Source: an optimization exercise on an open RTL-to-GDS flow (aim: small area, a short achievable clock period and few clock cycles per item). Production flows keep margins and buffers that such runs may drop. RTL that was checked went through simulation tests only; none was proved equivalent to the original. Power figures rest on the tool's default switching activity, not on a simulated workload.

tundra:
## tomasulo_core
module tomasulo_core (
  input  logic               clk,
  input  logic               rst_n,
  input  logic               instr_req,
  input  logic [11:0]        instr,
  output logic               instr_ack,
  output logic               cdb_valid,
  output logic [2:0]         cdb_dest,
  output logic [32-1:0] cdb_data,
  input  logic [2:0]         dbg_sel,
  output logic [32-1:0] dbg_data
);
For scale: roughly 290 flip-flops, ~87 I/O pins.
==> flow/config.mk <==
export PLATFORM = sky130hd
export DESIGN_NAME = tomasulo_core
export DESIGN_NICKNAME = tomasulo_core
export VERILOG_FILES = /design/flow/design.v
export SDC_FILE = /design/flow/constraint.sdc
export NUM_CORES = 4
export LEC_CHECK = 0
export CAP_MARGIN = 20
export CORE_MARGIN = 2
export CORE_UTILIZATION = 60
export SETUP_SLACK_MARGIN = 1.5
export SLEW_MARGIN = 20
==> flow/constraint.sdc <==
create_clock -name core_clock -period 5.0 [get_ports {clk}]
set_input_delay 1.0000 -clock core_clock [delete_from_list [all_inputs] [get_ports {clk}]]
set_output_delay 1.0000 -clock core_clock [all_outputs]
set_load 0.01 [all_outputs]
standard.sh (not shown) runs the stock make flow with config.mk's settings and CLKGATE_MAP_FILE= SYNTH_SCRIPT=/design/flow/synth_recipe.tcl, a recipe that flattens the netlist after the stock synthesis.
==> flow/flow/run.sh <==
#!/bin/bash
# The standard layout with two changes: plain buffers (buf_1) on the ports
# in place of the delay cells that buffer_ports picks by default, and a clock
# tree built from larger sink clusters without dummy balancing loads.
# Each tool's output is kept in standard_flow.log here and in ORFS's own logs
# under orfs/logs.
set -euo pipefail
export BUFFER_PORTS_ARGS="-buffer_cell sky130_fd_sc_hd__buf_1"
export CTS_ARGS="-sink_clustering_enable -repair_clock_nets -dont_use_dummy_load -sink_clustering_size 20 -sink_clustering_max_diameter 120 -buf_list sky130_fd_sc_hd__clkbuf_8"
bash standard.sh > standard_flow.log 2>&1
The final layout from tundra, which completed every stage, passed the timing, design-rule and antenna checks at the end of the flow.
Testbench counts of tundra, summed over its fixed seeds: cycles 6,412, items 3,200.
The following lists how pepper was set up differently from tundra:
- ABC_AREA newly set to 1
- SETUP_SLACK_MARGIN changed from 1.5 to 1.9
-- flow/flow/run.sh --
<<< tundra, line 7
set -euo pipefail
export BUFFER_PORTS_ARGS="-buffer_cell sky130_fd_sc_hd__buf_1"
export CTS_ARGS="-sink_clustering_enable -repair_clock_nets -dont_use_dummy_load -sink_clustering_size 20 -sink_clustering_max_diameter 120 -buf_list sky130_fd_sc_hd__clkbuf_8"
bash standard.sh > standard_flow.log 2>&1
>>> pepper, line 7
set -euo pipefail
export BUFFER_PORTS_ARGS="-buffer_cell sky130_fd_sc_hd__buf_1"
export CTS_ARGS="-sink_clustering_enable -repair_clock_nets -dont_use_dummy_load -sink_clustering_size 30 -sink_clustering_max_diameter 150"
bash standard.sh > standard_flow.log 2>&1
==> comparison <==
- [pepper] cell area after synthesis rose 9.8% relative to tundra
- Taking tundra as the reference, in pepper layout cell share with drive strength beyond 1 now sits higher, post-route core utilization went up 2.9 points, wire length of the first global-routing pass increased 17%, initial core utilization moved down, shortest clock period the worst path allows after layout moved down.
- Relative contribution of the clock network to total power | pepper above tundra
Changes in willow relative to pepper:
- ABC_AREA no longer set, was 1
- CORE_UTILIZATION now 70, was 60
- SETUP_SLACK_MARGIN now 1.5, was 1.9
==> run notes <==
[diff] setup slack, willow relative to pepper: regression. Synthesized area, pepper and willow: larger value in pepper. Compared to pepper, willow has met1 layer usage reported by global route 2.7 points higher. Summary of the comparison: total power consumption of the routed design is lower in willow, relative to pepper. willow has distinct cell type count after synthesis above what pepper had. Taking pepper as the reference, in willow clock power barely changed; worst slack after detailed placement climbed 0.0084 ns. In willow the area added between synthesis and finish turned out 6.3 points lower than in pepper. [compare] base=pepper new=willow: power attributed to combinational cells now smaller; number of cells on the worst hold path shrank by 2.
diff inputs: willow => cedar
- CORE_UTILIZATION changed from 70 to 60
- PLACE_DENSITY newly set to 0.72
[summary]
Cell area after layout across willow and cedar: no real change. Against willow, cedar comes in 0.35 points lower on relative area of non-clock buffer cells in the final design. Relative to willow, global-route usage has gone down in cedar. Diff willow -> cedar: leakage component of the power shows a reduction of 1.0%, post-route core utilization shows a reduction of 10 points, register bit count reported by yosys shows no meaningful change.
Input changes introduced in quartz (baseline for comparison: cedar):
- PLACE_DENSITY: 0.72 -> unset
- ABC_AREA: unset -> 1
### Flow results
Summary of quartz over cedar: standard cell area after detailed placement moved up, share of final layout cell area taken by clock buffers and inverters dropped 0.19 points, vias after detailed routing has increased, number of logic stages on the critical path including buffering fell by 5, share of cell area taken by flip-flops and latches lost 4.8 points. In the tables for quartz and cedar, routed length per instance reads higher with cedar. Of quartz and cedar, the lower met2 usage in global routing belongs to cedar. In quartz the post-synthesis simple-gate area fraction turned out 11 points higher than in cedar.
The following lists how violet was set up differently from quartz:
- ABC_AREA removed (was 1)
- GPL_TIMING_DRIVEN newly set to 0
violet finished end to end and its layout was clean on timing, DRC and antenna.
| via count | higher: quartz |
[violet vs quartz] met3 wirelength from detailed routing: higher in violet
Cmp violet and quartz / synthesized cell count / lower: violet
violet vs. quartz: sequential element share of the synthesized area rose by 5.9 points, combinational group share of total power lost 0.2 points.
Compared with quartz, violet ends up with a smaller final cell area.

---

build 51:
tomasulo_core again, from the RTL that the note above started with.
// tomasulo_core
module tomasulo_core (
  input  logic               clk,
  input  logic               rst_n,
  input  logic               instr_req,
  input  logic [11:0]        instr,
  output logic               instr_ack,
  output logic               cdb_valid,
  output logic [2:0]         cdb_dest,
  output logic [32-1:0] cdb_data,
  input  logic [2:0]         dbg_sel,
  output logic [32-1:0] dbg_data
);
export LEC_CHECK = 0
export CAP_MARGIN = 5
export CORE_MARGIN = 2
export CORE_UTILIZATION = 60
export SETUP_SLACK_MARGIN = 1.5
export SLEW_MARGIN = 5
create_clock -name core_clock -period 5.0 [get_ports {clk}]
==> flow/flow/run.sh <==
#!/bin/bash
# The standard layout with two changes: plain buffers (buf_1) on the ports
# in place of the delay cells that buffer_ports picks by default, and a clock
# tree built from larger sink clusters without dummy balancing loads.
# Each tool's output is kept in standard_flow.log here and in ORFS's own logs
# under orfs/logs.
set -euo pipefail
export BUFFER_PORTS_ARGS="-buffer_cell sky130_fd_sc_hd__buf_1"
export CTS_ARGS="-sink_clustering_enable -repair_clock_nets -dont_use_dummy_load -sink_clustering_size 30 -sink_clustering_max_diameter 150"
bash standard.sh > standard_flow.log 2>&1
Testbench counts of build 51, summed over its fixed seeds: cycles 6,412, items 3,200.
The following lists how build 31 was set up differently from build 51:
Settings: setting ABC_AREA to 1 for the first time; changing SETUP_SLACK_MARGIN from 1.5 to 2.1; changing SLEW_MARGIN from 5 to 20; changing CAP_MARGIN from 5 to 20.
- Total power of build 31 is higher than that of build 51.
- Between build 31 and build 51, it is build 31 whose utilization is higher, by 4.3 points.
- Build 31 vs. build 51: share of the cycle needed by the critical path after routing moved down; leakage power of the design rose by 2.3 nW; summed area of non-filler cells in the final layout now sits higher; total iterations of the first detailed-routing run saw a decrease; placement row count rose 5.9%.
- Starting density of the core was higher in build 51 than in build 31.
- Minimum clock period: build 31 vs build 51 down 120 ps
For build 88, these inputs were changed with respect to build 31:
Settings: ABC_AREA: 1 -> unset; SETUP_SLACK_MARGIN: 2.1 -> 1.5.
Notes after the runs:
Lower worst slack after detailed placement among build 88 and build 31: build 88
Going from build 31 to build 88, global-route usage over all layers down 2.8 points, met2 usage down 4.7 points, clock power down about 3%, sequential share of layout area up 9.1 points, routed wire length down 7.2 mm.
Build 88 against build 31: area taken by flip-flops and latches about even; setup slack after layout decreased by 120 ps relative to the old numbers.
Share of power burned in the clock network: build 88 lower than build 31
Looking at library cell contributing the largest single delay on the critical path, the sky130_fd_sc_hd__a222oi_1 result is from build 88; the sky130_fd_sc_hd__nor2_4 one comes from build 31.
diff inputs: build 88 => build 48
Settings: SETUP_SLACK_MARGIN changed from 1.5 to 1.7.
[summary]
Setup slack | build 48 below build 88
| wire length of the first global-routing pass | build 48 vs build 88 | 1.8 mm higher |
Build 48 ended up with a higher leakage power of the design than build 88 did.
Edits applied to the flow inputs when going from build 48 to build 3:
Settings: an added ABC_AREA of 1.
- Of build 3 and build 48, build 3 shows the lower fraction of synthesized area in multiplexers, with build 48 above it.
- Utilization (build 3 over build 48): decrease, 5.0 points
- Build 3 vs. build 48: final non-filler cell area +about 3.4%; horizontal die dimension has increased; wire length of the first global-routing pass now sits higher; footprint of the multi-input gates has increased.
- Compared with build 48, in build 3 post-synthesis xor/xnor area fraction down 1.1 points, clock latency at the later pin of the worst-skew pair held steady.

---

the previous run:
tomasulo_core, a different RTL version from the one above (not shown whole).
For scale: about 850 cells after synthesis, ~280 flip-flops, about 0.012 sq mm of cells after synthesis.
export LEC_CHECK = 0
export CAP_MARGIN = 20
export CORE_MARGIN = 2
export CORE_UTILIZATION = 60
export SETUP_SLACK_MARGIN = 1.5
export SLEW_MARGIN = 20
create_clock -name core_clock -period 5.0 [get_ports {clk}]
==> flow/flow/run.sh <==
#!/bin/bash
# The standard layout, with plain buffers (buf_1) on the ports in place of
# the delay cells that buffer_ports picks by default. Each tool's output is
# kept in standard_flow.log here and in ORFS's own logs under orfs/logs.
set -euo pipefail
export BUFFER_PORTS_ARGS="-buffer_cell sky130_fd_sc_hd__buf_1"
bash standard.sh > standard_flow.log 2>&1
> inputs changed (the previous run -> the current run)
==> flow/flow/run.sh <==
#!/bin/bash
# The standard layout with two changes: plain buffers (buf_1) on the ports
# in place of the delay cells that buffer_ports picks by default, and a clock
# tree built from larger sink clusters without dummy balancing loads.
# Each tool's output is kept in standard_flow.log here and in ORFS's own logs
# under orfs/logs.
set -euo pipefail
export BUFFER_PORTS_ARGS="-buffer_cell sky130_fd_sc_hd__buf_1"
export CTS_ARGS="-sink_clustering_enable -repair_clock_nets -dont_use_dummy_load -sink_clustering_size 30 -sink_clustering_max_diameter 150"
bash standard.sh > standard_flow.log 2>&1
- Taking the current run as 1.0, the previous run lands at 1.3 on total power consumption of the routed design.
- Diff the previous run -> the current run: switching power summed over all nets went down; power share of the clock group went down.
- In the metrics for the current run and the previous run, the one carrying the lower routing usage on met2 is the current run.
- The current run vs the previous run on final worst clock skew: the current run is the higher one.
- Non-clock buffer count: the current run < the previous run
- Compared with the previous run, total non-filler cell area in the finished layout in the current run decreased by a few percent.
- Delta(final cell count, the current run - the previous run) < 0
- In the current run the period utilization turned out 1.4 points lower than in the previous run.
- Diff the current run and the previous run: number of clock buffer instances in the layout higher in the previous run
- Endpoint arrival time on the critical path: higher on the previous run
No functional check of the RTL was part of any run of this note.

==> what the ideal ports hide <==
In the flow no input, the clock included, has a driving cell. The finished layouts below were timed again as built, in two steps. Step 1 assumes that a clkbuf_16 drives the clock port and a buf_2 every other input. Step 2 times the ports against the registers' clock, not the clock port: input delays grow and output delays shrink by t, the midpoint of the rising clock arrivals with the driver on. Slacks: ideal / step 1 / step 2; pairs: ideal / step 1.
run	t (ns)	slack for setup (ns)	worst setup path at the end	worst data-port slew with drivers (ns)
tundra	0.548	1.588 / 1.562 / 1.562	input to output	0.03
pepper	0.522	1.740 / 1.693 / 1.693	input to output	0.06
willow	0.522	1.581 / 1.555 / 1.555	input to output	0.04
cedar	0.517	1.573 / 1.557 / 1.557	input to output	0.04
quartz	0.518	1.562 / 1.539 / 1.539	input to output	0.03
violet	0.521	1.563 / 1.539 / 1.539	input to output	0.03
build 51	0.523	1.598 / 1.572 / 1.572	input to output	0.03
build 31	0.522	1.715 / 1.663 / 1.663	input to output	0.06
build 88	0.523	1.598 / 1.572 / 1.572	input to output	0.03
build 48	0.522	1.538 / 1.506 / 1.506	input to output	0.05
build 3	0.524	1.731 / 1.671 / 1.671	input to output	0.06
the previous run	0.579	1.385 / 1.385 / 1.385	register to register	0.03
the current run	0.516	1.457 / 1.457 / 1.457	register to register	0.03
After both steps every run listed still meets setup and hold. For build 3, which loses most, drivers alone change the setup slack by -0.060 ns; drivers and shift together by -0.060 ns.
